From an optimization exercise on the open Yosys and OpenROAD flow, aimed at small area and a short achievable clock period; shortcuts taken in it are not production practice.
Only simulation tests tie the RTL to the original design; equivalence was not proved.
Power is estimated from default activity; no workload was simulated.

before:
==> flow/design.v (excerpt) <==
module spi_lcd_sequencer #(
  parameter int MEM_BITS   = 10,
  parameter int ADDR_WIDTH = 8,
  parameter int DATA_BITS  = 8
) (
  input  logic                  clk,
  input  logic                  rst_n,
  input  logic                  sclk_pos_edge,
  input  logic                  sclk_neg_edge,
  input  logic                  start,
  input  logic                  wr_en,
  input  logic [ADDR_WIDTH-1:0] wr_addr,
  input  logic [MEM_BITS-1:0]   wr_data,
  output logic                  mosi,
  output logic                  cs,
  output logic                  dc,
  output logic                  busy,
  output logic                  done,
  output logic [ADDR_WIDTH-1:0] pc
);
  localparam int DEPTH = 2 ** ADDR_WIDTH;
  typedef enum logic [2:0] {
    S_IDLE,
    S_FETCH,
    S_DECODE,
    S_SHIFT,
    S_DELAY,
    S_HALT
  } state_t;
  logic [MEM_BITS-1:0]   mem_q [DEPTH];
  logic [MEM_BITS-1:0]   rd_q, rd_d;
  logic [MEM_BITS-1:0]   grp_q [8];
  logic [MEM_BITS-1:0]   grp_d [8];
  logic [15:0]           wlo, whi;
  logic [31:0]           csel_q, csel_d;    
  logic [7:0]            gsel_q, gsel_d;    
  logic                  wr_ok, wr_zero;
  logic [MEM_BITS-1:0]   wd_q;              
  logic [15:0]           wlo_q, whi_q;      
  logic                  wv_zero;
  logic                  busy_q;
  logic [ADDR_WIDTH-1:0] pc_q, pc_d;
  assign wr_ok   = wr_en & ~busy_q;
  assign wr_zero = wr_ok & (wr_addr == '0);
  assign wv_zero = wlo_q[0] & whi_q[0];
  always_comb begin
    for (int k = 0; k < 16; k++) begin
      wlo[k] = (wr_addr[3:0] == 4'(k)) & wr_ok;
  ...
==> flow/config.mk <==
export PLATFORM = sky130hd
export DESIGN_NAME = spi_lcd_sequencer
export DESIGN_NICKNAME = spi_lcd_sequencer
export VERILOG_FILES = /design/flow/design.v
export SDC_FILE = /design/flow/constraint.sdc
export NUM_CORES = 4
export LEC_CHECK = 0
export CAP_MARGIN = 20
export CORE_MARGIN = 2
export CORE_UTILIZATION = 55
export PLACE_DENSITY = 0.7
export SETUP_SLACK_MARGIN = 1.9
export SLEW_MARGIN = 20
==> flow/constraint.sdc <==
create_clock -name core_clock -period 4.4 [get_ports {clk}]
set_input_delay 0.8800 -clock core_clock [delete_from_list [all_inputs] [get_ports {clk}]]
set_output_delay 0.8800 -clock core_clock [all_outputs]
set_load 0.01 [all_outputs]
standard.sh (not shown) runs the stock make flow with config.mk's settings and CLKGATE_MAP_FILE= SYNTH_SCRIPT=/design/flow/synth_recipe.tcl, a recipe that flattens the netlist after the stock synthesis.
==> flow/flow/run.sh <==
#!/bin/bash
# Layout flow: the standard synthesis, then the standard ORFS steps with
# three changes to how the layout is made: resizer footprint matching off,
# buf_4 as the port buffer cell (instead of a delay cell), and explicit
# clock-tree settings. Each step's full output goes to its own log file.
set -euo pipefail
cd "$(dirname "$0")/.."
export CTS_ARGS='-sink_clustering_enable -repair_clock_nets -sink_clustering_size 24 -sink_clustering_max_diameter 50 -buf_list "sky130_fd_sc_hd__clkbuf_16" -root_buf sky130_fd_sc_hd__clkbuf_16 -dont_use_dummy_load'
export BUFFER_PORTS_ARGS='-buffer_cell sky130_fd_sc_hd__buf_4'
sed 's|"\${@:-finish}"|MATCH_CELL_FOOTPRINT=0 "${@:-finish}"|' standard.sh > my_standard.sh
bash standard.sh synth > log_synth.txt 2>&1
bash my_standard.sh > log_layout.txt 2>&1
The inputs of after differ from those of before as listed below.
Settings: SETUP_SLACK_MARGIN: 1.9 -> 2.1.
Findings:
Every run (after and before) finished clean.
Relative to before, hold slack has increased by 0.056 ns in after.
after vs. before: worst setup skew after layout now smaller; worst setup timing slack at the placement stage went down; non-filler instance count after layout increased by 143 relative to the old numbers.
Looking at total routed wirelength, after sits above before.
Re routability congestion estimate: before was higher than after.
Sum of routed wire segments on met1 for after: 1.8% up relative to before
On combinational fraction of design power: between after and before, it ends up lower for before.
In the flow results for after and before, the total power after layout is larger on after.

The RTL this note starts from:
==> flow/design.v <==
module spi_lcd_sequencer #(
  parameter int MEM_BITS   = 10,
  parameter int ADDR_WIDTH = 8,
  parameter int DATA_BITS  = 8
) (
  input  logic                  clk,
  input  logic                  rst_n,
  input  logic                  sclk_pos_edge,
  input  logic                  sclk_neg_edge,
  input  logic                  start,
  input  logic                  wr_en,
  input  logic [ADDR_WIDTH-1:0] wr_addr,
  input  logic [MEM_BITS-1:0]   wr_data,
  output logic                  mosi,
  output logic                  cs,
  output logic                  dc,
  output logic                  busy,
  output logic                  done,
  output logic [ADDR_WIDTH-1:0] pc
);
  localparam int DEPTH = 2 ** ADDR_WIDTH;
  typedef enum logic [2:0] {
    S_IDLE,
    S_FETCH,
    S_DECODE,
    S_SHIFT,
    S_DELAY,
    S_HALT
  } state_t;
  logic [MEM_BITS-1:0]   mem_q [DEPTH];
  logic [MEM_BITS-1:0]   rd_q, rd_d;
  logic [MEM_BITS-1:0]   grp_q [8];
  logic [MEM_BITS-1:0]   grp_d [8];
  logic [15:0]           wlo, whi;
  logic [31:0]           csel_q, csel_d;    
  logic [7:0]            gsel_q, gsel_d;    
  logic                  wr_ok, wr_zero;
  logic [MEM_BITS-1:0]   wd_q;              
  logic [15:0]           wlo_q, whi_q;      
  logic                  wv_zero;
  state_t                state_q, state_d;
  logic                  busy_q;
  logic [ADDR_WIDTH-1:0] pc_q, pc_d;
  logic                  running;
  assign running = (state_q == S_FETCH) || (state_q == S_DECODE) ||
                   (state_q == S_SHIFT) || (state_q == S_DELAY);
  assign wr_ok   = wr_en & ~running;
  assign wr_zero = wr_ok & (wr_addr == '0);
  assign wv_zero = wlo_q[0] & whi_q[0];
  always_comb begin
    for (int k = 0; k < 16; k++) begin
      wlo[k] = (wr_addr[3:0] == 4'(k)) & wr_ok;
      whi[k] = (wr_addr[7:4] == 4'(k));
    end
  end
  always_ff @(posedge clk) begin
    wlo_q <= wlo;
    whi_q <= whi;
    wd_q  <= wr_data;
  end
  for (genvar i = 0; i < DEPTH; i++) begin : g_word
    always_ff @(posedge clk) begin
      if (whi_q[i/16] & wlo_q[i%16]) mem_q[i] <= wd_q;
    end
  end
  always_comb begin
    for (int g = 0; g < 8; g++) begin
      grp_d[g] = '0;
      for (int k = 0; k < 32; k++) begin
        grp_d[g] = grp_d[g] | (mem_q[32*g+k] & {MEM_BITS{csel_q[k]}});
      end
    end
    if (wr_zero)      grp_d[0] = wr_data;
    else if (wv_zero) grp_d[0] = wd_q;
  end
  always_comb begin
    rd_d = '0;
    for (int g = 0; g < 8; g++) begin
      rd_d = rd_d | (grp_q[g] & {MEM_BITS{gsel_q[g]}});
    end
  end
  always_ff @(posedge clk) begin
    for (int g = 0; g < 8; g++) grp_q[g] <= grp_d[g];
    rd_q <= rd_d;
  end
  logic [DATA_BITS-1:0]  shreg_q, shreg_d;
  logic [DATA_BITS-1:0]  dly_q, dly_d;
  logic [3:0]            bcnt_q, bcnt_d;
  logic                  started_q, started_d;
  logic                  mosi_q, mosi_d;
  logic                  cs_q, cs_d;
  logic                  dc_q, dc_d;
  logic                  busy_d;
  logic                  done_q, done_d;
  logic                  pc_zero, pc_step;
  logic                  pos_ev, neg_ev;
  logic [1:0]            opcode;
  logic [DATA_BITS-1:0]  operand;
  assign pos_ev  = sclk_pos_edge;
  assign neg_ev  = sclk_neg_edge & ~sclk_pos_edge;
  assign opcode  = rd_q[MEM_BITS-1 -: 2];
  assign operand = rd_q[DATA_BITS-1:0];
  always_comb begin
    state_d   = state_q;
    shreg_d   = shreg_q;
    dly_d     = dly_q;
    bcnt_d    = bcnt_q;
    started_d = started_q;
    mosi_d    = mosi_q;
    cs_d      = cs_q;
    dc_d      = dc_q;
    pc_zero   = 1'b0;
    pc_step   = 1'b0;
    case (state_q)
      S_IDLE, S_HALT: begin
        if (state_q == S_HALT) cs_d = 1'b1;
        if (start) begin
          state_d = S_FETCH;
          pc_zero = 1'b1;
        end
      end
      S_FETCH: begin
        state_d = S_DECODE;
      end
      S_DECODE: begin
        case (opcode)
          2'b00, 2'b01: begin
            shreg_d   = operand;
            dc_d      = opcode[0];
            bcnt_d    = '0;
            started_d = 1'b0;
            state_d   = S_SHIFT;
          end
          2'b10: begin
            dly_d = operand;
            if (operand == '0) begin
              pc_step = 1'b1;
              state_d = S_FETCH;
            end else begin
              state_d = S_DELAY;
            end
          end
          default: begin
            state_d = S_HALT;
            cs_d    = 1'b1;
          end
        endcase
      end
      S_SHIFT: begin
        if (pos_ev) begin
          if (started_q && (bcnt_q != 4'd8)) begin
            bcnt_d = bcnt_q + 4'd1;
          end
        end else if (neg_ev) begin
          if (!started_q) begin
            started_d = 1'b1;
            cs_d      = 1'b0;
            mosi_d    = shreg_q[DATA_BITS-1];
            shreg_d   = shreg_q << 1;
          end else if (bcnt_q == 4'd8) begin
            cs_d    = 1'b1;
            pc_step = 1'b1;
            state_d = S_FETCH;
          end else begin
            mosi_d  = shreg_q[DATA_BITS-1];
            shreg_d = shreg_q << 1;
          end
        end
      end
      S_DELAY: begin
        if (pos_ev) begin
          dly_d = dly_q - 8'd1;
          if (dly_q == 8'd1) begin
            pc_step = 1'b1;
            state_d = S_FETCH;
          end
        end
      end
      default: begin
        state_d = S_IDLE;
      end
    endcase
  end
  assign busy_d = (state_d == S_FETCH) || (state_d == S_DECODE) ||
                  (state_d == S_SHIFT) || (state_d == S_DELAY);
  assign done_d = (state_d == S_HALT);
  always_comb begin
    pc_d   = pc_q;
    gsel_d = gsel_q;
    csel_d = csel_q;
    if (pc_zero) begin
      pc_d   = '0;
      gsel_d = 8'h01;
      csel_d = 32'h2;
    end else if (pc_step) begin
      pc_d   = pc_q + 8'd1;
      csel_d = {csel_q[30:0], csel_q[31]};
      if (pc_q[4:0] == 5'h1f) gsel_d = {gsel_q[6:0], gsel_q[7]};
    end
    if (state_d == S_IDLE || state_d == S_HALT) csel_d = 32'h1;
  end
  always_ff @(posedge clk or negedge rst_n) begin
    if (!rst_n) begin
      state_q   <= S_IDLE;
      pc_q      <= '0;
      gsel_q    <= 8'h01;
      csel_q    <= 32'h1;
      bcnt_q    <= '0;
      started_q <= 1'b0;
      mosi_q    <= 1'b0;
      cs_q      <= 1'b1;
      dc_q      <= 1'b0;
      busy_q    <= 1'b0;
      done_q    <= 1'b0;
    end else begin
      state_q   <= state_d;
      pc_q      <= pc_d;
      gsel_q    <= gsel_d;
      csel_q    <= csel_d;
      bcnt_q    <= bcnt_d;
      started_q <= started_d;
      mosi_q    <= mosi_d;
      cs_q      <= cs_d;
      dc_q      <= dc_d;
      busy_q    <= busy_d;
      done_q    <= done_d;
    end
  end
  always_ff @(posedge clk) begin
    shreg_q <= shreg_d;
    dly_q   <= dly_d;
  end
  assign mosi = mosi_q;
  assign cs   = cs_q;
  assign dc   = dc_q;
  assign busy = busy_q;
  assign done = done_q;
  assign pc   = pc_q;
endmodule
Settings: LEC_CHECK=0, CAP_MARGIN=20, CORE_MARGIN=2, CORE_UTILIZATION=55, PLACE_DENSITY=0.7, SETUP_SLACK_MARGIN=2.1, SLEW_MARGIN=20; clock period 4.4 ns.
==> flow/flow/run.sh <==
#!/bin/bash
# Layout flow: the standard synthesis, then the standard ORFS steps with
# three changes to how the layout is made: resizer footprint matching off,
# buf_4 as the port buffer cell (instead of a delay cell), and explicit
# clock-tree settings. Each step's full output goes to its own log file.
set -euo pipefail
cd "$(dirname "$0")/.."
export CTS_ARGS='-sink_clustering_enable -repair_clock_nets -sink_clustering_size 28 -sink_clustering_max_diameter 55 -buf_list "sky130_fd_sc_hd__clkbuf_16" -root_buf sky130_fd_sc_hd__clkbuf_16 -dont_use_dummy_load'
export BUFFER_PORTS_ARGS='-buffer_cell sky130_fd_sc_hd__buf_4'
sed 's|"\${@:-finish}"|MATCH_CELL_FOOTPRINT=0 "${@:-finish}"|' standard.sh > my_standard.sh
bash standard.sh synth > log_synth.txt 2>&1
bash my_standard.sh > log_layout.txt 2>&1
The baseline finished with timing, DRC and antenna clean.
==> next run, changes <==
Settings changed: CORE_UTILIZATION 55 to 58, PLACE_DENSITY 0.7 to 0.72, SETUP_SLACK_MARGIN 2.1 to 2.15.
Final area grows by 0.57%.
Cell count goes down by 1.6%.
Via count grows by 1.8%.
Count of clock-buffer cells in the layout came out lower by 8.
Sequential share of layout area falls by 0.41 points.
Synthesized area stays the same.
Routed wire length is higher by 2.5%.
Synthesized cell count does not change.

[separate check: timing with driven ports]
The flow's constraints put no driver on any port. The routed layouts listed below were extracted and timed again, unchanged, in two steps.
Step 1: set_driving_cell puts a clkbuf_16 on clk and a buf_2 on each other input, an assumption about the parent block.
Step 2 adds t to the input delays and takes it off the output delays; t is the mean of the earliest and latest rising clock arrival at the registers after step 1. Input paths then give back, and output paths get back, about the clock's delay inside the block.
a / b / c = no drivers / after step 1 / after step 2; a / b = the first two.
| run | shift t [ns] | setup slack, ns | hold WS [ns] | worst slew at a driven data input, ns |
|---|---|---|---|---|
| before | 0.915 | 1.816 / 1.816 / 1.299 | 0.099 / 0.053 / 0.475 | 0.15 |
| after | 0.912 | 1.893 / 1.893 / 1.623 | 0.155 / 0.100 / 0.491 | 0.14 |
| the first run of note 2 | 0.924 | 1.954 / 1.951 / 1.799 | 0.111 / 0.045 / 0.485 | 0.13 |
| the second run of note 2 | 0.926 | 2.011 / 1.972 / 1.576 | 0.150 / 0.082 / 0.507 | 0.04 |
After both steps every run listed still meets setup and hold. For before, which loses most, drivers alone change the setup slack by 0.000 ns; drivers and shift together by -0.517 ns.
